Source: an optimization exercise on an open RTL-to-GDS flow (aim: small area). Production flows keep margins and buffers that such runs may drop.
RTL that was checked went through simulation tests only; none was proved equivalent to the original.
For run 1, only the layout was checked, not whether the RTL still works.
No activity file was given, so power comes from the tool's default toggle rates.

==> design/flow/design.v <==
package console_geom_pkg;
  localparam int LINE_WIDTH   = 16;   
  localparam int SCREEN_LINES = 4;    
  localparam int FONT_ROWS    = 2;    
  localparam int BUF_LINES    = 16;
  localparam int COL_BITS     = 4;
  localparam int LINE_BITS    = 4;
  localparam int ADDR_BITS    = 8;    
  localparam int MAX_TAB      = 7;    
  typedef logic [LINE_BITS-1:0] line_idx_t;   
  typedef logic [COL_BITS-1:0]  col_idx_t;    
  typedef struct packed {
    line_idx_t line;
    col_idx_t  col;
  } line_col_t;
  typedef union packed {
    logic [ADDR_BITS-1:0] flat;
    line_col_t            lc;
  } buf_addr_u;
endpackage
package console_code_pkg;
  localparam logic [7:0] BS_CODE    = 8'h08;   
  localparam logic [7:0] HT_CODE    = 8'h09;   
  localparam logic [7:0] LF_CODE    = 8'h0A;   
  localparam logic [7:0] CR_CODE    = 8'h0D;   
  localparam logic [7:0] DEL_CODE   = 8'h7F;   
  localparam logic [7:0] CTRL_LIMIT = 8'd32;   
  localparam logic [7:0] BLANK_CHAR = 8'h00;   
  typedef enum logic [2:0] {
    op_print,
    op_backspace,
    op_newline,     
    op_tab
  } write_op_e;
  typedef struct packed {
    write_op_e  op;
    logic [7:0] ch;
  } write_cmd_t;
endpackage
`timescale 1ns/1ns
module char_decoder (
  input  logic       clk,
  input  logic       i_char_stb,
  input  logic [7:0] i_char,
  input  logic       i_alt_func_en,   
  input  logic       i_rdy,           
  output logic       o_keep,          
  output logic       o_cmd_ctrl,      
  output logic [7:0] o_cmd_ch
);
  logic ctrl;    
  always_comb begin
    ctrl   = 1'b0;
    o_keep = 1'b1;
    if (!i_alt_func_en) begin
      ctrl   = (i_char == console_code_pkg::BS_CODE) || (i_char == console_code_pkg::HT_CODE) ||
               (i_char == console_code_pkg::LF_CODE) || (i_char == console_code_pkg::CR_CODE);
      o_keep = !(((i_char < console_code_pkg::CTRL_LIMIT) && !ctrl) ||
                 (i_char == console_code_pkg::DEL_CODE));
    end
  end
  always_ff @(posedge clk) begin
    if (i_rdy) begin
      o_cmd_ch <= i_char;
    end
  end
  always_ff @(posedge clk) begin
    o_cmd_ctrl <= ctrl;
  end
endmodule
`timescale 1ns/1ns
module cursor_writer (
  input  logic       clk,
  input  logic       rst,
  input  logic       i_char_stb,
  input  logic       i_keep,         
  input  logic       i_cmd_ctrl,
  input  logic [7:0] i_cmd_ch,
  input  logic [2:0] i_tab_count,
  input  logic       i_clear_screen_stb,
  input  logic       i_reader_busy,
  output logic       o_rdy,          
  output logic       o_busy,
  input  logic [3:0] i_turn,
  output logic       o_we,           
  output logic [3:0] o_wr_col,
  output logic [7:0] o_wr_data,
  output logic       o_rd_hide,      
  output logic       o_move,         
  output logic [1:0] o_move_slot,
  output logic       o_clear,
  output logic       o_sat,          
  output logic [1:0] o_line,         
  output logic [1:0] o_slot,         
  output logic       o_line_clear    
);
  typedef enum logic [2:0] {
    st_idle,
    st_cmd,
    st_print,
    st_backspace,
    st_pad_line,     
    st_clear_line,   
    st_tab,
    st_clear_all
  } wr_state_e;
  wr_state_e  state;
  logic [3:0] line;     
  logic [3:0] col;
  logic [2:0] tab_cnt;
  logic       clear_req;
  logic       sat;      
  logic [1:0] slot;     
  logic       bs_d;     
  logic       wr_now;   
  logic       col_last;
  logic       tab_nz;
  logic       new_line;
  logic       col_inc;
  logic       start_clear;
  assign col_last = (col == 4'd15);
  assign tab_nz   = (tab_cnt != 3'd0);
  assign new_line = col_last && ((state == st_print) || (state == st_pad_line) ||
                                 ((state == st_tab) && tab_nz));
  assign col_inc = (state == st_print) || (state == st_pad_line) || (state == st_clear_line) ||
                   ((state == st_tab) && tab_nz) || (state == st_clear_all);
  assign start_clear = (state == st_idle) && clear_req && !i_reader_busy;
  assign o_rdy        = (state == st_idle) && !clear_req;
  assign o_busy       = ((state != st_idle) && (state != st_cmd)) || ((state == st_idle) && clear_req);
  assign wr_now    = (col[0] != i_turn[0]);
  assign o_we      = wr_now && (((state == st_cmd) && !i_cmd_ctrl) || (state == st_print) ||
                                (state == st_backspace) || bs_d);
  assign o_wr_col  = col;
  assign o_wr_data = ((state == st_cmd) || (state == st_print)) ? i_cmd_ch : console_code_pkg::BLANK_CHAR;
  assign o_rd_hide = ((state == st_print) && !wr_now) || (bs_d && wr_now);
  assign o_line_clear = (state == st_clear_line);
  assign o_clear      = (state == st_clear_all);
  assign o_sat        = sat;
  assign o_line       = line[1:0];
  assign o_slot       = slot;
  assign o_move      = (state == st_clear_line);
  assign o_move_slot = (slot == 2'd0) ? 2'd2 : slot - 2'd1;
  always_ff @(posedge clk) begin
    bs_d <= (state == st_backspace);
  end
  always_ff @(posedge clk) begin
    if (rst) begin
      state     <= st_clear_all;   
      line      <= '0;
      col       <= '0;
      clear_req <= 1'b0;
    end else begin
      if (col_inc) begin
        col <= col + 4'd1;
      end
      if (col_inc && col_last && (state != st_clear_line)) begin
        line <= line + 4'd1;
      end
      case (state)
        st_idle: begin
          if (o_rdy) begin
            if (i_char_stb && i_keep) begin
              state <= st_cmd;
            end
          end else if (start_clear) begin
            clear_req <= 1'b0;
            line      <= '0;
            col       <= '0;
            state     <= st_clear_all;
          end
        end
        st_cmd: begin
          if (!i_cmd_ctrl) begin
            state <= st_print;
          end else begin
            case (i_cmd_ch[2:0])
              3'd0: begin   
                if (col != 4'd0) begin
                  col <= col - 4'd1;
                end
                state <= st_backspace;
              end
              3'd1:    state <= st_tab;
              default: state <= st_pad_line;   
            endcase
          end
        end
        st_print:      state <= st_idle;
        st_backspace:  state <= st_idle;
        st_clear_line: if (col_last) state <= st_idle;
        st_tab:        if (!tab_nz) state <= st_idle;
        st_clear_all:  if ((line == 4'd15) && col_last) state <= st_idle;
        default: ;
      endcase
      if (new_line) begin
        state <= st_clear_line;
      end
      if (i_clear_screen_stb) begin
        clear_req <= 1'b1;
      end
    end
  end
  always_ff @(posedge clk) begin
    if (state == st_cmd) begin
      tab_cnt <= i_tab_count;
    end else begin
      tab_cnt <= tab_cnt - 3'd1;
    end
  end
  always_ff @(posedge clk) begin
    if (rst || (state == st_clear_all)) begin
      sat  <= 1'b0;
      slot <= 2'd0;
    end else if (new_line) begin
      if (line[1:0] == 2'd3) begin
        sat <= 1'b1;
      end
      slot <= (slot == 2'd2) ? 2'd0 : slot + 2'd1;
    end
  end
endmodule
`timescale 1ns/1ns
module char_ram (
  input  logic       clk,
  input  logic       rst,
  input  logic       i_we,          
  input  logic [3:0] i_wr_col,
  input  logic [7:0] i_wr_data,
  input  logic       i_move,        
  input  logic [1:0] i_move_slot,
  input  logic       i_clear,       
  output logic [3:0] o_turn,
  input  logic [3:0] i_rd_col,
  input  logic [2:0] i_rd_src,      
  input  logic       i_rd_hide,     
  output logic [7:0] o_rd_data
);
  logic [7:0] rows [4][16];   
  logic [3:0] turn;
  logic [3:0] rd_place;
  logic [3:0] wr_place;
  logic [7:0] row_d [4];
  logic [7:0] port_d;
  logic [7:0] rd;
  always_ff @(posedge clk) begin
    if (rst) begin
      turn <= '0;
    end else begin
      turn <= turn + 4'd1;
    end
  end
  assign o_turn   = turn;
  assign rd_place = i_rd_col - turn;
  assign wr_place = i_wr_col - turn - 4'd1;   
  assign port_d   = (i_clear || i_move) ? console_code_pkg::BLANK_CHAR : i_wr_data;
  always_ff @(posedge clk) begin
    for (int k = 0; k < 4; k++) begin
      for (int i = 0; i < 16; i++) begin
        rows[k][i] <= rows[k][(i + 1) % 16];
      end
    end
    for (int k = 0; k < 3; k++) begin
      if (i_clear || (i_move && (i_move_slot == k[1:0]))) begin
        rows[k][14] <= rows[3][15];
      end
    end
    for (int i = 0; i < 16; i += 2) begin
      if (i_clear || (i_move && (i == 14)) || (i_we && (wr_place[3:1] == i[3:1]))) begin
        rows[3][i] <= port_d;
      end
    end
  end
  always_comb begin
    logic [7:0] quad [4];
    for (int k = 0; k < 4; k++) begin
      for (int q = 0; q < 4; q++) begin
        quad[q] = '0;
        for (int i = 0; i < 4; i++) quad[q] |= rows[k][q*4 + i] & {8{rd_place[1:0] == i[1:0]}};
      end
      row_d[k] = '0;
      for (int q = 0; q < 4; q++) row_d[k] |= quad[q] & {8{rd_place[3:2] == q[1:0]}};
    end
  end
  always_comb begin
    case (i_rd_src)
      3'd0:    rd = row_d[0];
      3'd1:    rd = row_d[1];
      3'd2:    rd = row_d[2];
      3'd3:    rd = (i_rd_hide && (i_rd_col == i_wr_col)) ? console_code_pkg::BLANK_CHAR : row_d[3];
      default: rd = console_code_pkg::BLANK_CHAR;
    endcase
  end
  always_ff @(posedge clk) begin
    o_rd_data <= rd;
  end
endmodule
`timescale 1ns/1ns
module frame_reader (
  input  logic       clk,
  input  logic       rst,
  input  logic       i_read_frame_stb,
  input  logic       i_char_req_en,   
  input  logic       i_writer_busy,
  input  logic       i_sat,          
  input  logic [1:0] i_line,         
  input  logic [1:0] i_slot,         
  input  logic       i_line_clear,    
  output logic       o_busy,
  output logic [3:0] o_rd_col,       
  output logic [2:0] o_rd_src,       
  output logic       o_char_rdy
);
  typedef enum logic [1:0] {
    rd_idle,
    rd_wait_writer,
    rd_setup,
    rd_request
  } rd_state_e;
  rd_state_e  state;
  logic [6:0] pos;      
  logic       req_hit;
  logic       in_delay;
  logic       rdy_d1;   
  assign in_delay = (state == rd_request) && rdy_d1;
  assign req_hit  = (state == rd_request) && !rdy_d1 && i_char_req_en && !i_line_clear;
  assign o_busy   = (state == rd_setup) || (state == rd_request);
  always_ff @(posedge clk) begin
    if (rst) begin
      state      <= rd_idle;
      rdy_d1     <= 1'b0;
      o_char_rdy <= 1'b0;
    end else begin
      rdy_d1     <= req_hit;
      o_char_rdy <= rdy_d1;
      case (state)
        rd_wait_writer: if (!i_writer_busy) state <= rd_setup;   
        rd_setup:       state <= rd_request;
        rd_request:     if (in_delay && (pos == 7'd127)) state <= rd_idle;   
        default: ;
      endcase
      if (i_read_frame_stb) begin
        state <= rd_wait_writer;   
      end
    end
  end
  always_ff @(posedge clk) begin
    if (state == rd_wait_writer) begin
      pos <= '0;
    end else if (in_delay) begin
      pos <= pos + 7'd1;
    end
  end
  logic [1:0] scr;    
  logic [2:0] src;
  logic [2:0] sum;
  assign scr = pos[6:5];
  assign sum = {1'b0, i_slot} + {1'b0, scr} + 3'd3;   
  always_comb begin
    if (i_sat) begin
      if (scr == 2'd3) begin
        src = 3'd3;
      end else begin
        src = (sum >= 3'd6) ? sum - 3'd6 : sum - 3'd3;
      end
    end else if (scr == i_line) begin
      src = 3'd3;
    end else if (scr < i_line) begin
      src = {1'b0, scr};   
    end else begin
      src = 3'd4;          
    end
  end
  assign o_rd_col = pos[3:0];
  always_ff @(posedge clk) begin
    o_rd_src <= src;
  end
endmodule
`timescale 1ns/1ns
module console_buffer (
  input  logic       clk,
  input  logic       rst,
  input  logic       i_char_stb,
  input  logic [7:0] i_char,
  input  logic       i_alt_func_en,
  input  logic [2:0] i_tab_count,
  input  logic       i_clear_screen_stb,
  output logic       o_wr_char_rdy,
  input  logic       i_read_frame_stb,
  input  logic       i_char_req_en,
  output logic       o_char_rdy,
  output logic [7:0] o_char
);
  logic       keep;
  logic       rdy;
  logic       cmd_ctrl;
  logic [7:0] cmd_ch;
  logic       writer_busy;
  logic       reader_busy;
  logic       we;
  logic [3:0] wr_col;
  logic [7:0] wr_data;
  logic       move;
  logic [1:0] move_slot;
  logic       clear;
  logic       rd_hide;
  logic       sat;
  logic [1:0] cur_line;
  logic [1:0] cur_slot;
  logic [3:0] rd_col;
  logic [3:0] turn;
  logic [2:0] rd_src;
  logic       line_clear;
  char_decoder u_char_decoder (
    .clk(clk),
    .i_char_stb(i_char_stb), .i_char(i_char), .i_alt_func_en(i_alt_func_en),
    .i_rdy(rdy),
    .o_keep(keep), .o_cmd_ctrl(cmd_ctrl), .o_cmd_ch(cmd_ch)
  );
  assign o_wr_char_rdy = rdy;
  cursor_writer u_cursor_writer (
    .clk(clk), .rst(rst),
    .i_char_stb(i_char_stb), .i_keep(keep), .i_cmd_ctrl(cmd_ctrl), .i_cmd_ch(cmd_ch), .i_tab_count(i_tab_count),
    .i_clear_screen_stb(i_clear_screen_stb), .i_reader_busy(reader_busy),
    .o_rdy(rdy), .o_busy(writer_busy), .i_turn(turn),
    .o_we(we), .o_wr_col(wr_col), .o_wr_data(wr_data), .o_rd_hide(rd_hide),
    .o_move(move), .o_move_slot(move_slot), .o_clear(clear),
    .o_sat(sat), .o_line(cur_line), .o_slot(cur_slot), .o_line_clear(line_clear)
  );
  char_ram u_char_ram (
    .clk(clk), .rst(rst), .i_we(we), .i_wr_col(wr_col), .i_wr_data(wr_data),
    .i_move(move), .i_move_slot(move_slot), .i_clear(clear), .o_turn(turn),
    .i_rd_col(rd_col), .i_rd_src(rd_src), .i_rd_hide(rd_hide), .o_rd_data(o_char)
  );
  frame_reader u_frame_reader (
    .clk(clk), .rst(rst),
    .i_read_frame_stb(i_read_frame_stb), .i_char_req_en(i_char_req_en),
    .i_writer_busy(writer_busy), .i_sat(sat), .i_line(cur_line), .i_slot(cur_slot),
    .i_line_clear(line_clear),
    .o_busy(reader_busy), .o_rd_col(rd_col), .o_rd_src(rd_src), .o_char_rdy(o_char_rdy)
  );
endmodule
==> design/flow/flow/run.sh <==
#!/bin/bash
# Standard layout, with port buffers of the smallest buffer and no dummy clock loads.
set -e
export BUFFER_PORTS_ARGS="-buffer_cell sky130_fd_sc_hd__buf_1"
export CTS_ARGS="-sink_clustering_enable -repair_clock_nets -dont_use_dummy_load -sink_clustering_size 19 -sink_clustering_max_diameter 90 -buf_list sky130_fd_sc_hd__clkbuf_8"
bash standard.sh > standard.log 2>&1
==> design/flow/standard.sh <==
#!/bin/bash
# synth_recipe.tcl (not shown) runs the flow's synth.tcl, then flattens the netlist and writes it again
# the make line also repeats each setting of config.mk as NAME=value (left out here)
make -C /OpenROAD-flow-scripts/flow DESIGN_CONFIG=/design/flow/config.mk WORK_HOME=/design/flow/orfs CLKGATE_MAP_FILE= SYNTH_SCRIPT=/design/flow/synth_recipe.tcl "${@:-finish}"
==> design/flow/config.mk <==
export PLATFORM = sky130hd
export DESIGN_NAME = console_buffer
export DESIGN_NICKNAME = console_buffer
export VERILOG_FILES = /design/flow/design.v
export SDC_FILE = /design/flow/constraint.sdc
export NUM_CORES = 4
export LEC_CHECK = 0
export CAP_MARGIN = 20
export CORE_MARGIN = 2
export CORE_UTILIZATION = 60
export CTS_BUF_LIST = sky130_fd_sc_hd__clkbuf_8
export CTS_CLUSTER_DIAMETER = 60
export CTS_CLUSTER_SIZE = 16
export SLEW_MARGIN = 20
export SYNTH_MEMORY_MAX_BITS = 4096
==> design/flow/constraint.sdc <==
create_clock -name core_clock -period 5.0 [get_ports {clk}]
set_input_delay 1.0000 -clock core_clock [delete_from_list [all_inputs] [get_ports {clk}]]
set_output_delay 1.0000 -clock core_clock [all_outputs]
set_load 0.01 [all_outputs]
==> run summary, run 1 <==
status no timing/DRC/antenna violations; Syn-to-layout area delta 5.14%; cts bufs inserted 35; cell internal pwr approximately 5.4 mW; Critical Path, Cell by Cell inv_1, ha_4, fa_4, buf_4, mux4_2, mux2_2, o211ai_1, nand4_1; Fillers 2360; Hold Crit Class reg -> reg; final hold vios 0; clock root buffer clkbuf_8; Final TNS setup 0 ps; WL final 35200 µm; crit end category flip-flop; I/O Buffers 27; Setup CP Type reg -> reg; # hold bufs at CTS 0; Peak supply drop between 0.0002 and 0.0003 V; worst-margin pin slew 1160 ps; total track usage 22.0%; grt ovf 0; H-tree levels 2; worst-skew pair later-pin latency 580 ps; Flop pwr share 65.1%; router iterations before antenna repair 4; # IOs 28; CTS Sinks 566; number of global-route vias before repair 10100; CTS resizes 0; Static Leakage 7.57 nW; DP HPWL 22100 µm; Syn. warnings 7; Placement Setup Slack 1340 ps; Die Height 181 µm; n_diodes 0; fraction of layout cells with a size suffix above 1 25.6%; standard-cell row count 64; first-pass GRT wire length 56600 µm; endpoints failing setup 0; Switching Share 23.0%; r2r startpoint u_frame_reader.pos[0]$_SDFFE_PP0P_; CP Max Fanout 39; Slew Limit Fails 0; Max Cap Viol 0; EDFF count, synth 8; Clock Path Buffers 3; DRC errors left 0; asr flop ratio synth 0%; mapped cell area 0.0187 mm²; total net switching power about 1.6 mW; Worst Setup SP u_frame_reader.pos[0]$_SDFFE_PP0P_; most frequently used flop master after synthesis dfxtp_1; initial antenna violation count 0; largest net degree at the start of global routing 44; Cell variety after synth 63; Rel. slew slack approximately 23%; CTS tree yes; post-route ant nets 0; initial DRC count 526; crit start category flip-flop; multi-input combinational cell area 0.00693 mm²; Final nets 1323; critical path's largest stage delay between 1000 and 1500 ps; syn avg cell area 14.9 µm²; flops & latches, synth roughly 570; Die Wd 181 µm; drt wl/cell approximately 21 µm; Starting Density 61.1%; RSZ-0062 raised after global routing false; Post-Syn Instances 1259; clk slew on worst S/H paths around 110 ps; worst path arrival time 4040 ps; design area 0.0197 mm²; Post-CTS Setup Bufs 0; register area share after synthesis 60.9%; Crit-path slowest cell fa_4; Min Clock Period, post-route 3610 ps; fmax approximately 280 MHz; Post-DP Area 0.0192 mm²; Seq. cell area ~0.011 mm²; pwr dens roughly 350 mW/mm²; core area 0.0307 mm²; area of the die 0.0326 mm²; Comb power frac around 7.6%; reg2reg path depth 8; via density per instance 5.85; CP Data Required Time 5440 ps; gp weighted congestion 0.784; Post-Syn Nets 1305; Clk network pwr share 27.2%; crit path to u_char_ram.o_rd_data[0]$_DFF_P_; final hold slack 316 ps; Final WS setup 1390 ps; skew final 51.9 ps; routed via count 9776; reg2reg end u_char_ram.o_rd_data[0]$_DFF_P_; R2R Setup Slk 1390 ps; period utilisation layout 72.1%
worst max-delay path: cells and delay by family (launching register included):
kind,cells,cell delay [ps]
AND/OR/NAND/NOR,1,110
buffers and inverters,2,520
AO/OA/AOI/OAI,1,150
multiplexers,2,780
adder cells (fa/ha/maj),2,1440
flip-flops,1,440
worst min path at each step:
stage | start | depth (start not counted) | slack (ps) | to
finish | u_char_ram.rows[58][3]$_DFF_P_ | 0 | 320 | u_char_ram.rows[57][3]$_DFF_P_
global route | u_char_ram.rows[7][4]$_DFF_P_ | 0 | 330 | u_char_ram.rows[6][4]$_DFF_P_
CTS | u_char_ram.rows[58][3]$_DFF_P_ | 0 | 320 | u_char_ram.rows[57][3]$_DFF_P_
detailed placement | u_char_ram.rows[45][7]$_DFF_P_ | 0 | 330 | u_char_ram.rows[44][7]$_DFF_P_
global placement | u_char_ram.rows[41][7]$_DFF_P_ | 0 | 330 | u_char_ram.rows[40][7]$_DFF_P_
floorplan | u_char_ram.rows[1][0]$_DFF_P_ | 0 | 330 | u_char_ram.rows[0][0]$_DFF_P_
metrics by stage:
stage	power (mW)	cells	util, %
after global placement	5.20	1636	62.6
final	6.99	1671	64.2
after CTS	7.08	1671	64.2
after detailed placement	5.20	1636	62.6
after floorplan	5.06	1259	-
after global routing	7.28	1671	64.2
routing by layer:
metal | vias to the layer above | GRT usage, % | routed length [µm]
li1 | 4632 | - | -
met1 | 4953 | 32.1 | 16900
met2 | 141 | 35.0 | 16400
met3 | 50 | 3.42 | 1250
met4 | 0 | 5.26 | 692
met5 | - | 0 | 0
kinds of logic after synthesis:
family	share of synthesized area (%)
compound gates	5.17
xor+xnor	1.24
fa+ha+maj	1.99
buf+inv	2.46
flops	60.9
mux	24.2
simple gates	4.00
power groups by stage:
stage	Clock, mW	Sequential (mW)	Combinational (mW)
final	1.90	4.55	0.532
after global routing	2.15	4.56	0.574
after CTS	1.98	4.55	0.545
after detailed placement	0	4.66	0.544
after global placement	0	4.66	0.543
after floorplan	0	4.65	0.412
synth_stat cells, types with 6 or more instances:
library cell,n,area share [%]
a21oi_1,17,0.45
a22oi_1,9,0.36
a2bb2oi_1,8,0.37
and2_1,8,0.27
and3_1,9,0.30
buf_2,29,0.78
buf_4,10,0.40
buf_6,6,0.36
clkbuf_1,15,0.30
dfxtp_1,558,60
edfxtp_1,8,1.3
ha_1,25,1.7
inv_1,29,0.58
mux2_2,118,7.1
mux2i_1,30,1.6
mux4_2,128,15
nand2_1,25,0.50
nand3_1,15,0.40
nand4_1,16,0.53
nor2_1,30,0.60
nor2b_1,6,0.20
nor3_1,12,0.32
o211ai_1,18,0.72
o21ai_0,35,0.94
xnor2_1,10,0.47
xor2_1,9,0.42
cells in the final DEF (no fill, tap or decap), types with 3 or more instances in the layout:
cell type,netlist,final
a21o_1,4,4
a22oi_1,9,9
mux2i_1,30,30
a21oi_1,17,16
nand3_1,15,15
buf_12,0,4
buf_1,1,27
nor4_1,4,3
a31oi_1,5,5
clkbuf_8,0,35
o211ai_1,18,18
o21ai_0,35,35
nand2_1,25,25
nand3b_1,3,3
xnor2_2,3,3
nor2b_1,6,6
inv_1,29,29
nor2_1,30,30
or3_1,3,3
o211a_1,3,3
edfxtp_1,8,8
nor3_1,12,10
a21oi_2,4,5
o21ai_2,0,3
mux4_2,128,128
nand2b_1,3,3
a2bb2oi_1,8,8
a31oi_4,5,5
xor2_1,9,8
buf_4,10,11
and2_1,8,8
dfxtp_1,558,558
and3_1,9,9
mux2_2,118,118
ha_1,25,24
nand4_1,16,16
xnor2_1,10,10
sequential cells by signal, summed over array words and instances, names as in the netlist, 2 cells and up:
signal,cells
u_cursor_writer.col,4
u_cursor_writer.state,3
u_frame_reader.pos,7
u_frame_reader.state,2
u_cursor_writer.tab_cnt,3
u_char_ram.o_rd_data,8
u_frame_reader.o_rd_src,3
u_cursor_writer.line,4
u_char_ram.rows,512
u_cursor_writer.slot,2
u_char_decoder.o_cmd_ch,8
u_char_ram.turn,4
area by class of cell:
cell class | instances | share of cell area, %
multi-input cells | 602 | 35.2
clock buffers | 35 | 2.45
repair buffers | 42 | 1.34
inverters | 30 | 0.572
flip-flops and latches | 566 | 58.0
well taps | 396 | 2.52
==> run 2, diff against run 1 <==
--- a/design/flow/design.v
+++ b/design/flow/design.v
@@ -260,7 +260,9 @@
       end
     end
     for (int k = 0; k < 3; k++) begin
-      if (i_clear || (i_move && (i_move_slot == k[1:0]))) begin
+      if (i_clear) begin
+        rows[k][14] <= console_code_pkg::BLANK_CHAR;
+      end else if (i_move && (i_move_slot == k[1:0])) begin
         rows[k][14] <= rows[3][15];
       end
     end
==> run summary, run 2 <==
Critical path buffers and inverters 2 (unchanged); mux cell area share after synthesis 20.3% (-3.9 points); CTS Sinks 566 (unchanged); CTS resizes 0 (unchanged); cts bufs inserted 35 (unchanged); Clock Path Buffers 3 (unchanged); core area 0.0306 mm² (-0.26%); largest family of logic cells by synthesized area multiplexers; standard-cell row count 64 (unchanged); Synth Area in XOR/XNOR 1.22% (-0.013 points); critical path's top delay family adder cells; period utilisation layout 67.6% (-4.6 points); Die Height 180 µm (-0.27%); Compound-Gate Fraction of Synth Area 4.76% (-0.41 points); clk slew on worst S/H paths 120 ps (about the same); EDFF count, synth 8 (unchanged); CP Data Required Time 5440 ps (about the same); top flop regs u_char_ram.rows x512, u_char_decoder.o_cmd_ch x8, u_char_ram.o_rd_data x8; via density per instance 5.85 (about the same); Min Clock Period, post-route 3380 ps (-228 ps); DP HPWL 25800 µm (+17%); r2r startpoint u_frame_reader.pos[0]$_SDFFE_PP0P_; Final nets 1465 (+11%); synth cell count leaders dfxtp_1, nand2_1, mux4_2; leading area contributor after synthesis dfxtp_1; met2 Use GR 36.9% (+1.9 points); status no timing/DRC/antenna violations; total track usage 24.2% (+2.2 points); skew final 41.0 ps (-10.9 ps); asr flop ratio synth 0% (unchanged); gp weighted congestion 0.771 (-1.7%); Area contributors post-synth dfxtp_1, mux4_2, mux2_2; mapped cell area 0.0186 mm² (-0.56%); worst-margin pin slew 1160 ps (+0.533 ps); Static Leakage 7.38 nW (-2.6%); top cell type's share of synthesized area 60.0% (+0.34 points); Peak supply drop 0.000286 V (+2.6%); Critical Path, Cell by Cell inv_1, ha_4, fa_4, buf_4, mux4_2, mux2i_1, o221a_2, nand4_1; Final TNS setup 0 ps (unchanged); Syn. warnings 7 (unchanged); Slew Limit Fails 0 (unchanged); router iterations before antenna repair 4 (unchanged); simple-gate share of the synthesized area 8.14% (+4.1 points); DRC errors left 0 (unchanged); Setup CP Type reg -> reg; Post-Syn Nets 1451 (+11%); Placed Cells 1778 (+8.7%); worst-skew pair later-pin latency 570 ps (about the same); initial DRC count 693 (+32%); Hold Crit Class reg -> reg; Post-CTS Setup Bufs 0 (unchanged); n_diodes 0 (unchanged); Post-Syn Instances 1405 (+12%); crit end category flip-flop; Fillers 2397 (+1.6%); CTS tree yes; Syn-to-layout area delta 5.40%; WL final 38900 µm (+11%); Crit-path slowest cell fa_4; largest net degree at the start of global routing 80 (+82%); HP Start u_char_ram.rows[46][0]$_SDFF_PP0_; Worst Setup SP u_frame_reader.pos[0]$_SDFFE_PP0P_; Starting Density 60.9% (-0.18 points); routed via count 10600 (+8.5%); Max Cap Viol 0 (unchanged); post-route ant nets 0 (unchanged); commonest non-fill, non-tap cell in the layout dfxtp_1; most frequent cells in the layout dfxtp_1, nand2_1, mux4_2; Cell variety after synth 56 (-11%); I/O Buffers 27 (unchanged); grt ovf 0 (unchanged); fraction of layout cells with a size suffix above 1 17.2% (-8.4 points); syn avg cell area 13.3 µm² (-11%); critical path's largest stage delay 1020 ps (-240 ps); crit start category flip-flop; clock root buffer clkbuf_8; met3 global-route usage 3.05% (-0.36 points); flops & latches, synth 566 (unchanged); GRT met1 Usage 37.0% (+5.0 points); first-pass GRT wire length 61500 µm (+8.8%); # IOs 28 (unchanged); Most Crowded Layer GR met1; number of global-route vias before repair 10700 (+5.4%); Top reg by flops u_char_ram.rows; Die Wd 180 µm (-0.27%); area of the die 0.0325 mm² (-0.55%); final hold vios 0 (unchanged); Final Non-Filler Cells 1813 (+8.5%); fmax 296 MHz (+6.8%); RSZ-0062 raised after global routing false; endpoints failing setup 0 (unchanged); worst path arrival time 3820 ps (-220 ps); # hold bufs at CTS 0 (unchanged); Rel. slew slack 22.7% (-0.035 points); initial antenna violation count 0 (unchanged); max FFs per register 512 (unchanged); pwr dens 461 mW/mm² (+30%); drt wl/cell 21.5 µm (+2.0%); register area share after synthesis 61.3% (+0.34 points); H-tree levels 2 (unchanged); most frequently used flop master after synthesis dfxtp_1; count leader, synth dfxtp_1; CP Max Fanout 20 (-49%); area share of fa/ha/maj cells after synthesis 2.00% (+0.011 points)
## run 2: cell count changes after synthesis, sizes merged, moves of 9 or more
| cell | delta |
|---|---|
| nor3 | +13 |
| mux4 | -10 |
| mux2 | -60 |
| clkbuf | +26 |
| o211ai | -14 |
| mux2i | +13 |
| nand2 | +131 |
| a21oi | +28 |
| nand3 | +22 |
| o21ai | -10 |
| nor2 | +9 |
| buf | -16 |
## run 2: worst paths after layout
kind,endpoint,cells past startpoint,slack (ps)
worst min-delay path,u_char_ram.rows[45][0]$_DFF_P_,0,330
worst max-delay path,u_char_ram.o_rd_data[6]$_DFF_P_,8,1620
worst min register to register,u_char_ram.rows[45][0]$_DFF_P_,0,330
worst max register to register,u_char_ram.o_rd_data[6]$_DFF_P_,8,1620
## run 2: stage by stage
step	total power [mW]	util (%)	instance area [µm²]	hold slack [ps]	setup slack, ps
after floorplan	6.55	-	18600	323	1840
after global placement	7.20	62.6	19100	326	1610
after detailed placement	7.22	62.6	19100	331	1560
after CTS	9.11	64.2	19600	336	1560
after global routing	9.46	64.2	19600	327	1420
final	9.04	64.2	19600	331	1620
## run 2: power breakdown
part,switching (mW),internal (mW)
clock,1.30,0.638
combinational,1.09,0.771
sequential,0.318,4.93
total,2.70,6.34
## run 2: layout make-up
type                    instances  area [µm²]  share of cell area [%]
clock buffers                  35         482                    2.45
inverters                      26        97.6                   0.497
multi-input cells             742        6840                    34.9
flip-flops and latches        566       11400                    58.1
well taps                     396         495                    2.52
repair buffers                 48         297                    1.51
## run 2: cell families after synthesis
family	count (synthesis)
AOI/OAI and AO/OA	142
buffers and inverters	97
DFF	566
adders and majority gates	28
and+or+nand+nor	325
xor gates and xnor gates	26
muxes	221
## run 2: metal layers
metal / share of wire (%) / wire (µm)
met3: 3.7 / 1450
met2: 45 / 17400
met1: 49 / 19100
met4: 2.6 / 1010
met5: 0 / 0
==> run 3, diff against run 2 <==
--- a/design/flow/design.v
+++ b/design/flow/design.v
@@ -87,11 +87,8 @@
   output logic [7:0] o_wr_data,
   output logic       o_rd_hide,      
   output logic       o_move,         
-  output logic [1:0] o_move_slot,
   output logic       o_clear,
-  output logic       o_sat,          
-  output logic [1:0] o_line,         
-  output logic [1:0] o_slot,         
+  output logic [1:0] o_frame_cur,    
   output logic       o_line_clear    
 );
   typedef enum logic [2:0] {
@@ -109,8 +106,7 @@
   logic [3:0] col;
   logic [2:0] tab_cnt;
   logic       clear_req;
-  logic       sat;      
-  logic [1:0] slot;     
+  logic [1:0] frame_cur;   
   logic       bs_d;     
   logic       wr_now;   
   logic       col_last;
@@ -135,11 +131,8 @@
   assign o_rd_hide = ((state == st_print) && !wr_now) || (bs_d && wr_now);
   assign o_line_clear = (state == st_clear_line);
   assign o_clear      = (state == st_clear_all);
-  assign o_sat        = sat;
-  assign o_line       = line[1:0];
-  assign o_slot       = slot;
-  assign o_move      = (state == st_clear_line);
-  assign o_move_slot = (slot == 2'd0) ? 2'd2 : slot - 2'd1;
+  assign o_frame_cur  = frame_cur;
+  assign o_move = (state == st_clear_line);
   always_ff @(posedge clk) begin
     bs_d <= (state == st_backspace);
   end
@@ -209,13 +202,9 @@
   end
   always_ff @(posedge clk) begin
     if (rst || (state == st_clear_all)) begin
-      sat  <= 1'b0;
-      slot <= 2'd0;
-    end else if (new_line) begin
-      if (line[1:0] == 2'd3) begin
-        sat <= 1'b1;
-      end
-      slot <= (slot == 2'd2) ? 2'd0 : slot + 2'd1;
+      frame_cur <= 2'd0;
+    end else if (new_line && (frame_cur != 2'd3)) begin
+      frame_cur <= frame_cur + 2'd1;
     end
   end
 endmodule
@@ -227,7 +216,6 @@
   input  logic [3:0] i_wr_col,
   input  logic [7:0] i_wr_data,
   input  logic       i_move,        
-  input  logic [1:0] i_move_slot,
   input  logic       i_clear,       
   output logic [3:0] o_turn,
   input  logic [3:0] i_rd_col,
@@ -259,12 +247,10 @@
         rows[k][i] <= rows[k][(i + 1) % 16];
       end
     end
-    for (int k = 0; k < 3; k++) begin
-      if (i_clear) begin
-        rows[k][14] <= console_code_pkg::BLANK_CHAR;
-      end else if (i_move && (i_move_slot == k[1:0])) begin
-        rows[k][14] <= rows[3][15];
-      end
+    if (i_clear || i_move) begin
+      rows[0][14] <= rows[3][15];
+      rows[1][14] <= rows[0][15];
+      rows[2][14] <= rows[1][15];
     end
     for (int i = 0; i < 16; i += 2) begin
       if (i_clear || (i_move && (i == 14)) || (i_we && (wr_place[3:1] == i[3:1]))) begin
@@ -303,9 +289,7 @@
   input  logic       i_read_frame_stb,
   input  logic       i_char_req_en,   
   input  logic       i_writer_busy,
-  input  logic       i_sat,          
-  input  logic [1:0] i_line,         
-  input  logic [1:0] i_slot,         
+  input  logic [1:0] i_frame_cur,    
   input  logic       i_line_clear,    
   output logic       o_busy,
   output logic [3:0] o_rd_col,       
@@ -354,22 +338,14 @@
   end
   logic [1:0] scr;    
   logic [2:0] src;
-  logic [2:0] sum;
   assign scr = pos[6:5];
-  assign sum = {1'b0, i_slot} + {1'b0, scr} + 3'd3;   
   always_comb begin
-    if (i_sat) begin
-      if (scr == 2'd3) begin
-        src = 3'd3;
-      end else begin
-        src = (sum >= 3'd6) ? sum - 3'd6 : sum - 3'd3;
-      end
-    end else if (scr == i_line) begin
+    if (scr == i_frame_cur) begin
       src = 3'd3;
-    end else if (scr < i_line) begin
-      src = {1'b0, scr};   
+    end else if (scr < i_frame_cur) begin
+      src = {1'b0, i_frame_cur - scr - 2'd1};
     end else begin
-      src = 3'd4;          
+      src = 3'd4;
     end
   end
   assign o_rd_col = pos[3:0];
@@ -402,12 +378,9 @@
   logic [3:0] wr_col;
   logic [7:0] wr_data;
   logic       move;
-  logic [1:0] move_slot;
   logic       clear;
   logic       rd_hide;
-  logic       sat;
-  logic [1:0] cur_line;
-  logic [1:0] cur_slot;
+  logic [1:0] frame_cur;
   logic [3:0] rd_col;
   logic [3:0] turn;
   logic [2:0] rd_src;
@@ -425,18 +398,18 @@
     .i_clear_screen_stb(i_clear_screen_stb), .i_reader_busy(reader_busy),
     .o_rdy(rdy), .o_busy(writer_busy), .i_turn(turn),
     .o_we(we), .o_wr_col(wr_col), .o_wr_data(wr_data), .o_rd_hide(rd_hide),
-    .o_move(move), .o_move_slot(move_slot), .o_clear(clear),
-    .o_sat(sat), .o_line(cur_line), .o_slot(cur_slot), .o_line_clear(line_clear)
+    .o_move(move), .o_clear(clear),
+    .o_frame_cur(frame_cur), .o_line_clear(line_clear)
   );
   char_ram u_char_ram (
     .clk(clk), .rst(rst), .i_we(we), .i_wr_col(wr_col), .i_wr_data(wr_data),
-    .i_move(move), .i_move_slot(move_slot), .i_clear(clear), .o_turn(turn),
+    .i_move(move), .i_clear(clear), .o_turn(turn),
     .i_rd_col(rd_col), .i_rd_src(rd_src), .i_rd_hide(rd_hide), .o_rd_data(o_char)
   );
   frame_reader u_frame_reader (
     .clk(clk), .rst(rst),
     .i_read_frame_stb(i_read_frame_stb), .i_char_req_en(i_char_req_en),
-    .i_writer_busy(writer_busy), .i_sat(sat), .i_line(cur_line), .i_slot(cur_slot),
+    .i_writer_busy(writer_busy), .i_frame_cur(frame_cur),
     .i_line_clear(line_clear),
     .o_busy(reader_busy), .o_rd_col(rd_col), .o_rd_src(rd_src), .o_char_rdy(o_char_rdy)
   );
==> run summary, run 3 <==
largest net degree at the start of global routing 67 (-16%); crit end category flip-flop; Top reg by flops u_char_ram.rows; final hold vios 0 (unchanged); skew final 42.5 ps (+1.52 ps); final hold slack 338 ps (+6.97 ps); r2r startpoint u_frame_reader.pos[0]$_SDFFE_PP0P_; Peak supply drop 0.000591 V (+110%); Max Cap Viol 0 (unchanged); leading area contributor after synthesis dfxtp_1; RSZ-0062 raised after global routing false; drt wl/cell 20.1 µm (-6.2%); most frequent cells in the layout dfxtp_1, nand2_1, mux2i_1; Die Height 179 µm (-0.47%); EDFF count, synth 8 (unchanged); CP Max Fanout 24 (+20%); Slew Limit Fails 0 (unchanged); syn avg cell area 13.3 µm² (+0.55%); DP HPWL 22800 µm (-11%); grt ovf 0 (unchanged); CTS tree yes; area of the die 0.0322 mm² (-0.94%); Worst Setup SP u_frame_reader.pos[0]$_SDFFE_PP0P_; total net switching power 2.26 mW (-16%); Starting Density 60.6% (-0.26 points); top flop regs u_char_ram.rows x512, u_char_decoder.o_cmd_ch x8, u_char_ram.o_rd_data x8; Flop pwr share 59.1% (+1.1 points); router iterations before antenna repair 5 (+1); Cell variety after synth 61 (+8.9%); CTS Sinks 565 (-0.18%); DRC errors left 0 (unchanged); # IOs 28 (unchanged); gp weighted congestion 0.786 (+2.0%); Placed Cells 1747 (-1.7%); R2R Setup Slk 1430 ps (-190 ps); Final Non-Filler Cells 1782 (-1.7%); worst path arrival time 4030 ps (+210 ps); endpoints failing setup 0 (unchanged); cell internal pwr 5.71 mW (-9.8%); Area contributors post-synth dfxtp_1, mux4_2, mux2i_1; fmax 280 MHz (-5.4%); synth cell count leaders dfxtp_1, nand2_1, mux2i_1; top cell type's share of synthesized area 60.5% (+0.47 points); Setup CP Type reg -> reg; Switching Share 28.4% (-1.6 points); Comb power frac 16.7% (-3.9 points); commonest non-fill, non-tap cell in the layout dfxtp_1; standard-cell row count 64 (unchanged); Post-Syn Nets 1421 (-2.1%); period utilisation layout 71.4% (+3.9 points); crit-path most repeated cell nor3_1; Critical Path, Cell by Cell inv_1, ha_4, fa_4, inv_2, nand2_1, o22ai_1, nor3_1, nor3_1, o21ai_1; hold depth 0 (unchanged); total track usage 22.8% (-1.4 points); Final TNS setup 0 ps (unchanged); Fillers 2366 (-1.3%); Static Leakage 7.44 nW (+0.83%); count leader, synth dfxtp_1; Min Clock Period, post-route 3570 ps (+193 ps); routed via count 10200 (-3.7%); Syn. warnings 7 (unchanged); clk slew on worst S/H paths 110 ps (about the same); WL final 35900 µm (-7.8%); via density per instance 5.74 (-2.0%); clock root buffer clkbuf_8; status no timing/DRC/antenna violations; CTS resizes 0 (unchanged); n_diodes 0 (unchanged); max FFs per register 512 (unchanged); Clock Path Buffers 3 (unchanged); post-route ant nets 0 (unchanged); fraction of layout cells with a size suffix above 1 17.0% (-0.19 points); H-tree levels 2 (unchanged); critical path's largest stage delay 850 ps (-170 ps); # hold bufs at CTS 0 (unchanged); Die Wd 179 µm (-0.47%); worst-skew pair later-pin latency 570 ps (about the same); cts bufs inserted 35 (unchanged); worst-margin pin slew 1180 ps (+23.7 ps); CP Data Required Time 5460 ps (+20 ps); Syn-to-layout area delta 4.88%; first-pass GRT wire length 56700 µm (-7.9%); reg2reg path depth 9 (+1); Final nets 1425 (-2.7%); register area share after synthesis 61.8% (+0.48 points); number of global-route vias before repair 10200 (-4.2%); Clk network pwr share 24.2% (+2.8 points); flops & latches, synth 565 (-0.18%); Rel. slew slack 20.9% (-1.8 points); HP Start u_char_ram.rows[52][0]$_DFF_P_; most frequently used flop master after synthesis dfxtp_1; initial antenna violation count 0 (unchanged); Post-Syn Instances 1384 (-1.5%); Post-CTS Setup Bufs 0 (unchanged); initial DRC count 519 (-25%); crit start category flip-flop; Crit-path slowest cell fa_4; I/O Buffers 27 (unchanged); mapped cell area 0.0184 mm² (-0.95%); pwr dens 412 mW/mm² (-11%); Finished Core Util 63.6% (-0.59 points); Hold Crit Class reg -> reg; asr flop ratio synth 0% (unchanged); core area 0.0304 mm² (-0.52%)
[run 3: cell types whose count changed in the layout (fill, tap and decap cells not counted), sizes merged, moves of 15 or more]
cell,delta
mux2,+19
nand3,-16
o22ai,+40
mux2i,+70
nand2,-29
nand4,-15
a21oi,-27
mux4,-24
[run 3: final timing paths]
check	endpoint
worst min-delay path	u_char_ram.rows[51][0]$_DFF_P_
worst max register to register	u_char_ram.o_rd_data[6]$_DFF_P_
worst max-delay path	u_char_ram.o_rd_data[6]$_DFF_P_
worst min register to register	u_char_ram.rows[51][0]$_DFF_P_
[run 3: power by group through the flow]
stage / Sequential, mW / Combinational [mW] / Clock (mW)
after floorplan: 4.75 / 1.03 / 0
after global placement: 4.81 / 1.32 / 0
after detailed placement: 4.81 / 1.34 / 0
after CTS: 4.71 / 1.34 / 1.99
after global routing: 4.73 / 1.45 / 2.15
final: 4.71 / 1.33 / 1.93
[run 3: metal layers]
metal / track usage, % / vias up / routed length [µm]
li1: - / 4931 / -
met1: 34.2 / 5078 / 18200
met2: 35.4 / 164 / 15800
met3: 3.39 / 48 / 1330
met4: 4.87 / 0 / 580
met5: 0 / - / 0
[run 3: per-stage QoR]
step	setup slack [ps]	total power, mW	area (µm²)
after floorplan	2100	5.78	18400
after global placement	1460	6.13	18900
after detailed placement	1430	6.15	18900
after CTS	1410	8.04	19300
after global routing	1210	8.33	19300
final	1430	7.97	19300
[run 3: kinds of logic after synthesis]
kind of cell    synth area share, %
buf+inv                        2.33
flops                          61.8
fa+ha+maj                      1.37
compound gates                 4.32
mux                            22.5
xor+xnor                       1.13
simple gates                   6.63
[run 3: area by class of cell]
class                      count  area [µm²]  area share, %
timing repair buffer          38         209           1.08
tap                          396         495           2.56
sequential                   565       11400           58.9
inverter                      22        82.6          0.427
clock buffer                  35         482           2.49
multi-input combinational    726        6690           34.6
[run 3: critical path: cells and delay by family, from the launching register on]
family          cells  cell delay (ps)
simple gates        3              870
fa+ha+maj           2             1030
compound gates      2              400
buf+inv             2              740
flops               1              410
==> run 4, diff against run 3 <==
--- a/design/flow/design.v
+++ b/design/flow/design.v
@@ -81,7 +81,8 @@
   input  logic       i_reader_busy,
   output logic       o_rdy,          
   output logic       o_busy,
-  input  logic [3:0] i_turn,
+  input  logic [3:0] i_turn,         
+  output logic       o_start_clear,  
   output logic       o_we,           
   output logic [3:0] o_wr_col,
   output logic [7:0] o_wr_data,
@@ -102,7 +103,6 @@
     st_clear_all
   } wr_state_e;
   wr_state_e  state;
-  logic [3:0] line;     
   logic [3:0] col;
   logic [2:0] tab_cnt;
   logic       clear_req;
@@ -119,7 +119,7 @@
   assign new_line = col_last && ((state == st_print) || (state == st_pad_line) ||
                                  ((state == st_tab) && tab_nz));
   assign col_inc = (state == st_print) || (state == st_pad_line) || (state == st_clear_line) ||
-                   ((state == st_tab) && tab_nz) || (state == st_clear_all);
+                   ((state == st_tab) && tab_nz) || ((state == st_clear_all) && (i_turn == 4'd15));
   assign start_clear = (state == st_idle) && clear_req && !i_reader_busy;
   assign o_rdy        = (state == st_idle) && !clear_req;
   assign o_busy       = ((state != st_idle) && (state != st_cmd)) || ((state == st_idle) && clear_req);
@@ -130,7 +130,8 @@
   assign o_wr_data = ((state == st_cmd) || (state == st_print)) ? i_cmd_ch : console_code_pkg::BLANK_CHAR;
   assign o_rd_hide = ((state == st_print) && !wr_now) || (bs_d && wr_now);
   assign o_line_clear = (state == st_clear_line);
-  assign o_clear      = (state == st_clear_all);
+  assign o_clear       = (state == st_clear_all);
+  assign o_start_clear = start_clear;
   assign o_frame_cur  = frame_cur;
   assign o_move = (state == st_clear_line);
   always_ff @(posedge clk) begin
@@ -139,16 +140,12 @@
   always_ff @(posedge clk) begin
     if (rst) begin
       state     <= st_clear_all;   
-      line      <= '0;
       col       <= '0;
       clear_req <= 1'b0;
     end else begin
       if (col_inc) begin
         col <= col + 4'd1;
       end
-      if (col_inc && col_last && (state != st_clear_line)) begin
-        line <= line + 4'd1;
-      end
       case (state)
         st_idle: begin
           if (o_rdy) begin
@@ -157,7 +154,6 @@
             end
           end else if (start_clear) begin
             clear_req <= 1'b0;
-            line      <= '0;
             col       <= '0;
             state     <= st_clear_all;
           end
@@ -182,7 +178,7 @@
         st_backspace:  state <= st_idle;
         st_clear_line: if (col_last) state <= st_idle;
         st_tab:        if (!tab_nz) state <= st_idle;
-        st_clear_all:  if ((line == 4'd15) && col_last) state <= st_idle;
+        st_clear_all:  if ((i_turn == 4'd15) && col_last) state <= st_idle;
         default: ;
       endcase
       if (new_line) begin
@@ -212,6 +208,7 @@
 module char_ram (
   input  logic       clk,
   input  logic       rst,
+  input  logic       i_start_clear,  
   input  logic       i_we,          
   input  logic [3:0] i_wr_col,
   input  logic [7:0] i_wr_data,
@@ -231,7 +228,7 @@
   logic [7:0] port_d;
   logic [7:0] rd;
   always_ff @(posedge clk) begin
-    if (rst) begin
+    if (rst || i_start_clear) begin
       turn <= '0;
     end else begin
       turn <= turn + 4'd1;
@@ -379,6 +376,7 @@
   logic [7:0] wr_data;
   logic       move;
   logic       clear;
+  logic       start_clear;
   logic       rd_hide;
   logic [1:0] frame_cur;
   logic [3:0] rd_col;
@@ -396,13 +394,13 @@
     .clk(clk), .rst(rst),
     .i_char_stb(i_char_stb), .i_keep(keep), .i_cmd_ctrl(cmd_ctrl), .i_cmd_ch(cmd_ch), .i_tab_count(i_tab_count),
     .i_clear_screen_stb(i_clear_screen_stb), .i_reader_busy(reader_busy),
-    .o_rdy(rdy), .o_busy(writer_busy), .i_turn(turn),
+    .o_rdy(rdy), .o_busy(writer_busy), .i_turn(turn), .o_start_clear(start_clear),
     .o_we(we), .o_wr_col(wr_col), .o_wr_data(wr_data), .o_rd_hide(rd_hide),
     .o_move(move), .o_clear(clear),
     .o_frame_cur(frame_cur), .o_line_clear(line_clear)
   );
   char_ram u_char_ram (
-    .clk(clk), .rst(rst), .i_we(we), .i_wr_col(wr_col), .i_wr_data(wr_data),
+    .clk(clk), .rst(rst), .i_start_clear(start_clear), .i_we(we), .i_wr_col(wr_col), .i_wr_data(wr_data),
     .i_move(move), .i_clear(clear), .o_turn(turn),
     .i_rd_col(rd_col), .i_rd_src(rd_src), .i_rd_hide(rd_hide), .o_rd_data(o_char)
   );
==> design/flow/flow/run.sh (replaced) <==
#!/bin/bash
# Standard layout, with port buffers of the smallest buffer and no dummy clock loads.
set -e
export BUFFER_PORTS_ARGS="-buffer_cell sky130_fd_sc_hd__buf_1"
export CTS_ARGS="-sink_clustering_enable -repair_clock_nets -dont_use_dummy_load -sink_clustering_size 21 -sink_clustering_max_diameter 90 -buf_list sky130_fd_sc_hd__clkbuf_8"
bash standard.sh > standard.log 2>&1
==> run summary, run 4 <==
status no timing/DRC/antenna violations; drt wl/cell 20.2 µm (+0.35%); Post-Syn Instances 1381 (-0.22%); Static Leakage 6.99 nW (-6.0%); Post-DP Area 0.0186 mm² (-1.2%); Syn. warnings 7 (unchanged); hold depth 0 (unchanged); DP HPWL 23600 µm (+3.5%); most frequently used flop master after synthesis dfxtp_1; design area 0.0191 mm² (-1.4%); CTS resizes 0 (unchanged); flops & latches, synth 561 (-0.71%); period utilisation layout 77.6% (+6.2 points); commonest non-fill, non-tap cell in the layout dfxtp_1; Min Clock Period, post-route 3880 ps (+310 ps); register area share after synthesis 62.4% (+0.66 points); RSZ-0062 raised after global routing false; Die Height 178 µm (-0.86%); initial antenna violation count 0 (unchanged); synth cell count leaders dfxtp_1, nand2_1, mux4_2; fmax 258 MHz (-8.0%); worst path arrival time 4400 ps (+370 ps); top cell type's share of synthesized area 61.1% (+0.64 points); post-route ant nets 0 (unchanged); cts bufs inserted 30 (-14%); H-tree levels 1 (-1); mapped cell area 0.0181 mm² (-1.8%); met2 Use GR 35.9% (+0.48 points); number of global-route vias before repair 10100 (-0.97%); Critical path buffers and inverters 2 (unchanged); Starting Density 61.0% (+0.36 points); cell count along the critical path 9 (unchanged); initial DRC count 634 (+22%); CP Data Required Time 5520 ps (+60 ps); Max Cap Viol 0 (unchanged); critical path's largest stage delay 1110 ps (+260 ps); Top reg by flops u_char_ram.rows; pwr dens 358 mW/mm² (-13%); Area contributors post-synth dfxtp_1, mux4_2, mux2i_1; CTS Sinks 561 (-0.71%); fraction of layout cells with a size suffix above 1 15.3% (-1.7 points); router iterations before antenna repair 5 (unchanged); # hold bufs at CTS 0 (unchanged); Most Crowded Layer GR met2; Fillers 2296 (-3.0%); core area 0.0297 mm² (-2.3%); Die Wd 178 µm (-0.86%); r2r startpoint u_frame_reader.pos[0]$_SDFFE_PP0P_; most frequent cells in the layout dfxtp_1, nand2_1, mux4_2; Crit-path slowest cell fa_4; count leader, synth dfxtp_1; worst-skew pair later-pin latency 640 ps (+70 ps); Peak supply drop 0.000252 V (-57%); Critical Path, Cell by Cell inv_1, ha_4, fa_4, buf_12, nand2b_1, a21oi_1, nor4_1, o22ai_1, or4_1; Final TNS setup 0 ps (unchanged); Rel. slew slack 24.3% (+3.4 points); reg2reg path depth 9 (unchanged); worst-margin pin slew 1130 ps (-54.0 ps); standard-cell row count 63 (-1.6%); crit start category flip-flop; grt ovf 0 (unchanged); DRC errors left 0 (unchanged); Cell variety after synth 56 (-8.2%); max FFs per register 512 (unchanged); asr flop ratio synth 0% (unchanged); Syn-to-layout area delta 5.25%; GRT met1 Usage 35.8% (+1.5 points); clock root buffer clkbuf_8; EDFF count, synth 8 (unchanged); first-pass GRT wire length 57100 µm (+0.72%); Clock Path Buffers 3 (unchanged); syn avg cell area 13.1 µm² (-1.5%); Worst Setup SP u_frame_reader.pos[0]$_SDFFE_PP0P_; HP Start u_char_ram.rows[27][3]$_DFF_P_; leading area contributor after synthesis dfxtp_1; Hold Crit Class reg -> reg; total track usage 23.2% (+0.40 points); top flop regs u_char_ram.rows x512, u_char_decoder.o_cmd_ch x8, u_char_ram.o_rd_data x8; Slew Limit Fails 0 (unchanged); routed via count 10200 (-0.53%); I/O Buffers 27 (unchanged); largest net degree at the start of global routing 74 (+10%); Setup CP Type reg -> reg; CP Max Fanout 41 (+71%); Final nets 1424 (-0.070%); Post-Syn Nets 1417 (-0.28%); CTS tree yes; # IOs 28 (unchanged); final hold vios 0 (unchanged); n_diodes 0 (unchanged); clk slew on worst S/H paths 120 ps (about the same); gp weighted congestion 0.802 (+2.0%); met3 global-route usage 2.49% (-0.91 points); area of the die 0.0316 mm² (-1.7%); WL final 35900 µm (about the same); endpoints failing setup 0 (unchanged); crit end category flip-flop; critical path's top delay family simple AND/OR/NAND/NOR gates; skew final 40.3 ps (-2.22 ps); via density per instance 5.72 (-0.19%); Post-CTS Setup Bufs 0 (unchanged)
run 4: power breakdown:
| part | switching [mW] | internal, mW | total, mW |
|---|---|---|---|
| Combinational | 0.314 | 0.202 | 0.515 |
| Sequential | 0.0147 | 4.50 | 4.51 |
| Clock | 1.25 | 0.541 | 1.79 |
run 4: logic make-up (layout without fill, tap and decap cells):
group | count (synthesis) | in the layout | share of synthesized area, %
simple gates | 330 | 330 | 8.24
xor+xnor | 20 | 20 | 1.01
buf+inv | 93 | 98 | 2.23
mux | 217 | 217 | 20.2
compound gates | 142 | 142 | 4.59
flops | 561 | 561 | 62.4
fa+ha+maj | 18 | 18 | 1.33
run 4: worst register-to-register path, stage by stage (launching register included):
cell,delay [ps]
dfxtp_1,390
inv_1,120
ha_4,180
fa_4,1110
buf_12,360
nand2b_1,390
a21oi_1,70
nor4_1,440
o22ai_1,180
or4_1,540
run 4: final cells by class:
| class | instances | area [µm²] | share of cell area [%] |
|---|---|---|---|
| Multi-Input combinational cell | 727 | 6470 | 33.9 |
| Timing Repair Buffer | 44 | 299 | 1.57 |
| Sequential cell | 561 | 11300 | 59.3 |
| Inverter | 24 | 90.1 | 0.472 |
| Clock buffer | 30 | 413 | 2.16 |
| Tap cell | 390 | 488 | 2.56 |
run 4: per-stage QoR:
step	setup slack [ps]	total power, mW	util [%]	hold WS, ps	instances
2_1_floorplan	1750	5.00	-	326	1381
3_3_place_gp	1120	5.14	62.7	328	1745
3_5_place_dp	1070	5.14	62.7	333	1745
4_1_cts	1070	6.89	64.1	331	1775
5_1_grt	867	7.06	64.2	331	1776
6_report	1120	6.82	64.2	337	1776
run 4: per-layer routing:
layer,up-vias,wire length (µm)
met5,-,0
met4,0,657
met3,40,1290
met2,180,15800
met1,5052,18200
li1,4895,-
run 4: worst paths after layout:
check,end,slack (ps)
hold / removal,u_char_ram.rows[26][3]$_DFF_P_,340
hold reg to reg,u_char_ram.rows[26][3]$_DFF_P_,340
setup / recovery,u_char_ram.o_rd_data[1]$_DFF_P_,1120
setup reg to reg,u_char_ram.o_rd_data[1]$_DFF_P_,1120
==> run 5, diff against run 4 <==
==> design/flow/flow/run.sh (replaced) <==
#!/bin/bash
# Standard layout, with port buffers of the smallest buffer and no dummy clock loads.
set -e
export BUFFER_PORTS_ARGS="-buffer_cell sky130_fd_sc_hd__buf_1"
export CTS_ARGS="-sink_clustering_enable -repair_clock_nets -dont_use_dummy_load -sink_clustering_size 17 -sink_clustering_max_diameter 90 -buf_list sky130_fd_sc_hd__clkbuf_8"
bash standard.sh > standard.log 2>&1
==> run summary, run 5 <==
max FFs per register 512 (unchanged); Starting Density 61.0% (unchanged); skew final 49.8 ps (+9.49 ps); status no timing/DRC/antenna violations; # IOs 28 (unchanged); Final Non-Filler Cells 1784 (+0.45%); pwr dens 365 mW/mm² (+2.0%); crit end category flip-flop; Post-Syn Instances 1381 (unchanged); r2r startpoint u_frame_reader.pos[0]$_SDFFE_PP0P_; CP Max Fanout 41 (unchanged); Switching Share 23.0% (-0.12 points); total track usage 23.6% (+0.32 points); count leader, synth dfxtp_1; worst-skew pair later-pin latency 580 ps (-60 ps); clock root buffer clkbuf_8; initial antenna violation count 0 (unchanged); Static Leakage 7.05 nW (+0.75%); core area 0.0297 mm² (unchanged); endpoints failing setup 0 (unchanged); post-route ant nets 0 (unchanged); Area contributors post-synth dfxtp_1, mux4_2, mux2i_1; reg2reg end u_char_ram.o_rd_data[1]$_DFF_P_; WL final 36100 µm (+0.52%); DP HPWL 23600 µm (unchanged); # hold bufs at CTS 0 (unchanged); Top reg by flops u_char_ram.rows; cts bufs inserted 38 (+27%); DRC errors left 0 (unchanged); EDFF count, synth 8 (unchanged); Final nets 1432 (+0.56%); via density per instance 5.76 (+0.63%); Syn. warnings 7 (unchanged); first-pass GRT wire length 57600 µm (+0.85%); Syn-to-layout area delta 5.90%; clk slew on worst S/H paths 100 ps (-20 ps); R2R Setup Slk 1140 ps (+20 ps); CTS Sinks 561 (unchanged); drt wl/cell 20.2 µm (about the same); flops & latches, synth 561 (unchanged); fmax 259 MHz (+0.60%); Fillers 2282 (-0.61%); CTS resizes 0 (unchanged); CTS tree yes; Post-CTS Setup Bufs 0 (unchanged); worst path arrival time 4300 ps (-100 ps); Clock Path Buffers 3 (unchanged); period utilisation layout 77.1% (-0.46 points); grt ovf 0 (unchanged); top flop regs u_char_ram.rows x512, u_char_decoder.o_cmd_ch x8, u_char_ram.o_rd_data x8; n_diodes 0 (unchanged); most frequently used flop master after synthesis dfxtp_1; Post-Syn Nets 1417 (unchanged); Rel. slew slack 43.2% (+19 points); final hold vios 0 (unchanged); Total Power 7.00 mW (+2.6%); initial DRC count 692 (+9.1%); commonest non-fill, non-tap cell in the layout dfxtp_1; asr flop ratio synth 0% (unchanged); gp weighted congestion 0.802 (unchanged); HP Start u_char_ram.rows[25][5]$_DFF_P_; Clk network pwr share 28.2% (+1.9 points); largest net degree at the start of global routing 74 (unchanged); RSZ-0062 raised after global routing false; standard-cell row count 63 (unchanged); Placement Setup Slack 1070 ps (unchanged); Peak supply drop 0.000233 V (-7.5%); Cell variety after synth 56 (unchanged); number of global-route vias before repair 10300 (+1.6%); cell internal pwr 5.39 mW (+2.8%); Die Wd 178 µm (unchanged); Final TNS setup 0 ps (unchanged); Final WS setup 1140 ps (+23.1 ps); Placed Cells 1745 (unchanged); routed via count 10300 (+1.1%); I/O Buffers 27 (unchanged); fraction of layout cells with a size suffix above 1 15.8% (+0.49 points); reg2reg path depth 9 (unchanged); mapped cell area 0.0181 mm² (unchanged); crit path to u_char_ram.o_rd_data[1]$_DFF_P_; total net switching power 1.61 mW (+2.1%); Max Cap Viol 0 (unchanged); Hold Crit Class reg -> reg; Worst Setup SP u_frame_reader.pos[0]$_SDFFE_PP0P_; synth cell count leaders dfxtp_1, nand2_1, mux4_2; H-tree levels 2 (+1); top cell type's share of synthesized area 61.1% (unchanged); router iterations before antenna repair 5 (unchanged); crit start category flip-flop; most frequent cells in the layout dfxtp_1, nand2_1, mux4_2; CP Data Required Time 5440 ps (-80 ps); Die Height 178 µm (unchanged); Comb power frac 7.4% (-0.2 points); area of the die 0.0316 mm² (unchanged); Setup CP Type reg -> reg; register area share after synthesis 62.4% (unchanged); worst-margin pin slew 851 ps (-278 ps); Min Clock Period, post-route 3860 ps (-23.1 ps); Flop pwr share 64.5% (-1.7 points); leading area contributor after synthesis dfxtp_1; syn avg cell area 13.1 µm² (unchanged); Slew Limit Fails 0 (unchanged)
==> run 5: cell counts after synthesis <==
No cell type changed its count.
==> run 5: power groups by stage <==
stage          clock network [mW]  registers [mW]  logic [mW]
6_report                     1.97            4.51       0.515
5_1_grt                      2.18            4.52       0.562
2_1_floorplan                   0            4.61       0.383
3_3_place_gp                    0            4.62       0.524
4_1_cts                      2.03            4.51       0.527
3_5_place_dp                    0            4.62       0.526
==> run 5: how the worst min path moves through the flow <==
stage                                          end  cells after the start
finish              u_char_ram.rows[24][5]$_DFF_P_                      0
CTS                 u_char_ram.rows[24][5]$_DFF_P_                      0
global route        u_char_ram.rows[59][6]$_DFF_P_                      0
global placement    u_char_ram.rows[57][5]$_DFF_P_                      0
detailed placement  u_char_ram.rows[31][0]$_DFF_P_                      0
floorplan            u_char_ram.rows[0][0]$_DFF_P_                      0
==> run 5: logic make-up (layout without fill, tap and decap cells) <==
| logic type | after synthesis | in the layout | synth area share [%] |
|---|---|---|---|
| compound gates | 142 | 142 | 4.59 |
| simple gates | 330 | 330 | 8.24 |
| flops | 561 | 561 | 62.4 |
| xor+xnor | 20 | 20 | 1.01 |
| mux | 217 | 217 | 20.2 |
| buf+inv | 93 | 106 | 2.23 |
| fa+ha+maj | 18 | 18 | 1.33 |
==> run 5: critical path, cell delays in order (launching register included) <==
cell	delay [ps]
dfxtp_1	380
inv_1	120
ha_4	180
fa_4	1110
buf_12	340
nand2b_1	370
a21oi_1	70
nor4_1	450
o22ai_1	180
or4_1	540
==> run 5: area by class of cell <==
cell class,count,area [µm²],area share [%]
Sequential cell,561,11300,58.9
Multi-Input combinational cell,727,6480,33.8
Clock buffer,38,523,2.73
Tap cell,390,488,2.54
Timing Repair Buffer,44,299,1.56
Inverter,24,90.1,0.469
==> run 5: routing by layer <==
| layer | vias up | global-route usage, % | share of wire (%) |
|---|---|---|---|
| li1 | 4923 | - | - |
| met1 | 5127 | 35.9 | 50 |
| met2 | 184 | 36.0 | 44 |
| met3 | 43 | 3.00 | 3.7 |
| met4 | 0 | 5.57 | 1.7 |
| met5 | - | 0 | 0 |
==> run 5: metrics by stage <==
step / hold slack (ps) / area (µm²) / utilization (%)
after floorplan: 326 / 18100 / -
after global placement: 328 / 18600 / 62.7
after detailed placement: 333 / 18600 / 62.7
after CTS: 313 / 19200 / 64.5
after global routing: 316 / 19200 / 64.6
final: 318 / 19200 / 64.6
==> run 6, diff against run 5 <==
==> design/flow/flow/run.sh (replaced) <==
#!/bin/bash
# Standard layout, with port buffers of the smallest buffer and no dummy clock loads.
set -e
export BUFFER_PORTS_ARGS="-buffer_cell sky130_fd_sc_hd__buf_1"
export CTS_ARGS="-sink_clustering_enable -repair_clock_nets -dont_use_dummy_load -sink_clustering_size 19 -sink_clustering_max_diameter 90 -buf_list sky130_fd_sc_hd__clkbuf_8"
bash standard.sh > standard.log 2>&1
==> run summary, run 6 <==
status no timing/DRC/antenna violations; via density per instance 5.75 (-0.19%); Post-CTS Setup Bufs 0 (unchanged); initial antenna violation count 0 (unchanged); post-route ant nets 0 (unchanged); first-pass GRT wire length 57400 µm (-0.41%); initial DRC count 684 (-1.2%); DRC errors left 0 (unchanged); area of the die 0.0316 mm² (unchanged); H-tree levels 2 (unchanged); period utilisation layout 77.8% (+0.63 points); EDFF count, synth 8 (unchanged); commonest non-fill, non-tap cell in the layout dfxtp_1; syn avg cell area 13.1 µm² (unchanged); number of global-route vias before repair 10200 (-0.72%); HP Start u_char_ram.rows[52][5]$_DFF_P_; total track usage 23.4% (-0.13 points); most frequently used flop master after synthesis dfxtp_1; top flop regs u_char_ram.rows x512, u_char_decoder.o_cmd_ch x8, u_char_ram.o_rd_data x8; asr flop ratio synth 0% (unchanged); largest net degree at the start of global routing 74 (unchanged); pwr dens 362 mW/mm² (-0.61%); grt ovf 0 (unchanged); Hold Crit Class reg -> reg; count leader, synth dfxtp_1; endpoints failing setup 0 (unchanged); # hold bufs at CTS 0 (unchanged); DP HPWL 23600 µm (unchanged); Final nets 1429 (-0.21%); Clock Path Buffers 3 (unchanged); Setup CP Type reg -> reg; fmax 257 MHz (-0.81%); Rel. slew slack 23.5% (-20 points); crit start category flip-flop; Final WS setup 1110 ps (-31.4 ps); Syn. warnings 7 (unchanged); register area share after synthesis 62.4% (unchanged); router iterations before antenna repair 5 (unchanged); Cell variety after synth 56 (unchanged); final hold vios 0 (unchanged); Fillers 2301 (+0.83%); flops & latches, synth 561 (unchanged); clock root buffer clkbuf_8; RSZ-0062 raised after global routing false; crit end category flip-flop; Peak supply drop 0.000247 V (+5.9%); most frequent cells in the layout dfxtp_1, nand2_1, mux4_2; Starting Density 61.0% (unchanged); WL final 36000 µm (-0.25%); CTS resizes 0 (unchanged); CP Max Fanout 41 (unchanged); Min Clock Period, post-route 3890 ps (+31.4 ps); routed via count 10200 (-0.36%); # IOs 28 (unchanged); mapped cell area 0.0181 mm² (unchanged); worst-skew pair later-pin latency 580 ps (about the same); Post-Syn Instances 1381 (unchanged); n_diodes 0 (unchanged); Placement Setup Slack 1070 ps (unchanged); skew final 67.0 ps (+17.3 ps); r2r startpoint u_frame_reader.pos[0]$_SDFFE_PP0P_; standard-cell row count 63 (unchanged); gp weighted congestion 0.802 (unchanged); CTS Sinks 561 (unchanged); Area contributors post-synth dfxtp_1, mux4_2, mux2i_1; Slew Limit Fails 0 (unchanged); Die Wd 178 µm (unchanged); CP Data Required Time 5440 ps (about the same); Die Height 178 µm (unchanged); drt wl/cell 20.2 µm (about the same); Worst Setup SP u_frame_reader.pos[0]$_SDFFE_PP0P_; Static Leakage 7.03 nW (-0.23%); CTS tree yes; worst-margin pin slew 1140 ps (+290 ps); synth cell count leaders dfxtp_1, nand2_1, mux4_2; Syn-to-layout area delta 5.63%; top cell type's share of synthesized area 61.1% (unchanged); cts bufs inserted 35 (-7.9%); leading area contributor after synthesis dfxtp_1; Post-Syn Nets 1417 (unchanged); core area 0.0297 mm² (unchanged); clk slew on worst S/H paths 110 ps (about the same); Final TNS setup 0 ps (unchanged); I/O Buffers 27 (unchanged); worst path arrival time 4330 ps (+30 ps); Max Cap Viol 0 (unchanged); Top reg by flops u_char_ram.rows; fraction of layout cells with a size suffix above 1 15.6% (-0.18 points); max FFs per register 512 (unchanged); Finished Core Util 64.4% (-0.16 points)
-- run 6: cell counts after synthesis --
No cell type changed its count.
-- run 6: path summary, 6_finish.rpt --
| path | to | slack [ps] | cells past startpoint |
|---|---|---|---|
| min | u_char_ram.rows[51][5]$_DFF_P_ | 330 | 0 |
| max reg2reg | u_char_ram.o_rd_data[1]$_DFF_P_ | 1110 | 9 |
| min reg2reg | u_char_ram.rows[51][5]$_DFF_P_ | 330 | 0 |
| max | u_char_ram.o_rd_data[1]$_DFF_P_ | 1110 | 9 |
-- run 6: where the power goes --
part	internal (mW)	switching [mW]	total (mW)
combinational	0.202	0.314	0.516
sequential	4.50	0.0149	4.51
clock	0.637	1.27	1.91
total	5.34	1.60	6.94
-- run 6: stage by stage --
stage	hold slack (ps)	instances	cell area, µm²	power (mW)
3_3_place_gp	328	1745	18600	5.14
2_1_floorplan	326	1381	18100	5.00
4_1_cts	335	1780	19100	7.01
5_1_grt	337	1781	19100	7.19
6_report	327	1781	19100	6.94
3_5_place_dp	333	1745	18600	5.14
-- run 6: cell families (layout without fill, tap and decap cells) --
logic type	Yosys count	in the layout	share of synthesized area, %
mux	217	217	20.2
compound gates	142	142	4.59
simple gates	330	330	8.24
buf+inv	93	103	2.23
flops	561	561	62.4
xor+xnor	20	20	1.01
fa+ha+maj	18	18	1.33
-- run 6: layer usage --
metal / wire length, µm / global-route usage (%) / vias to the layer above
li1: - / - / 4907
met2: 15800 / 35.8 / 186
met3: 1440 / 2.93 / 45
met4: 641 / 5.26 / 0
met5: 0 / 0 / -
met1: 18100 / 35.9 / 5102
-- run 6: critical path, stage by stage (launching register included) --
cell	delay [ps]
dfxtp_1	380
inv_1	120
ha_4	180
fa_4	1110
buf_12	340
nand2b_1	380
a21oi_1	70
nor4_1	450
o22ai_1	180
or4_1	540
-- run 6: layout make-up --
cell class / instances / area, µm² / area share (%)
Clock buffer: 35 / 482 / 2.52
Inverter: 24 / 90.1 / 0.471
Multi-Input combinational cell: 727 / 6470 / 33.8
Sequential cell: 561 / 11300 / 59.1
Tap cell: 390 / 488 / 2.55
Timing Repair Buffer: 44 / 299 / 1.56

Check on run 6: ideal ports give 1.111 ns setup slack; a clkbuf_16 on the clock port and buf_2 on the inputs give 1.111 ns; moving port delays by the midpoint clock arrival (0.592 ns) as well gives 1.111 ns.
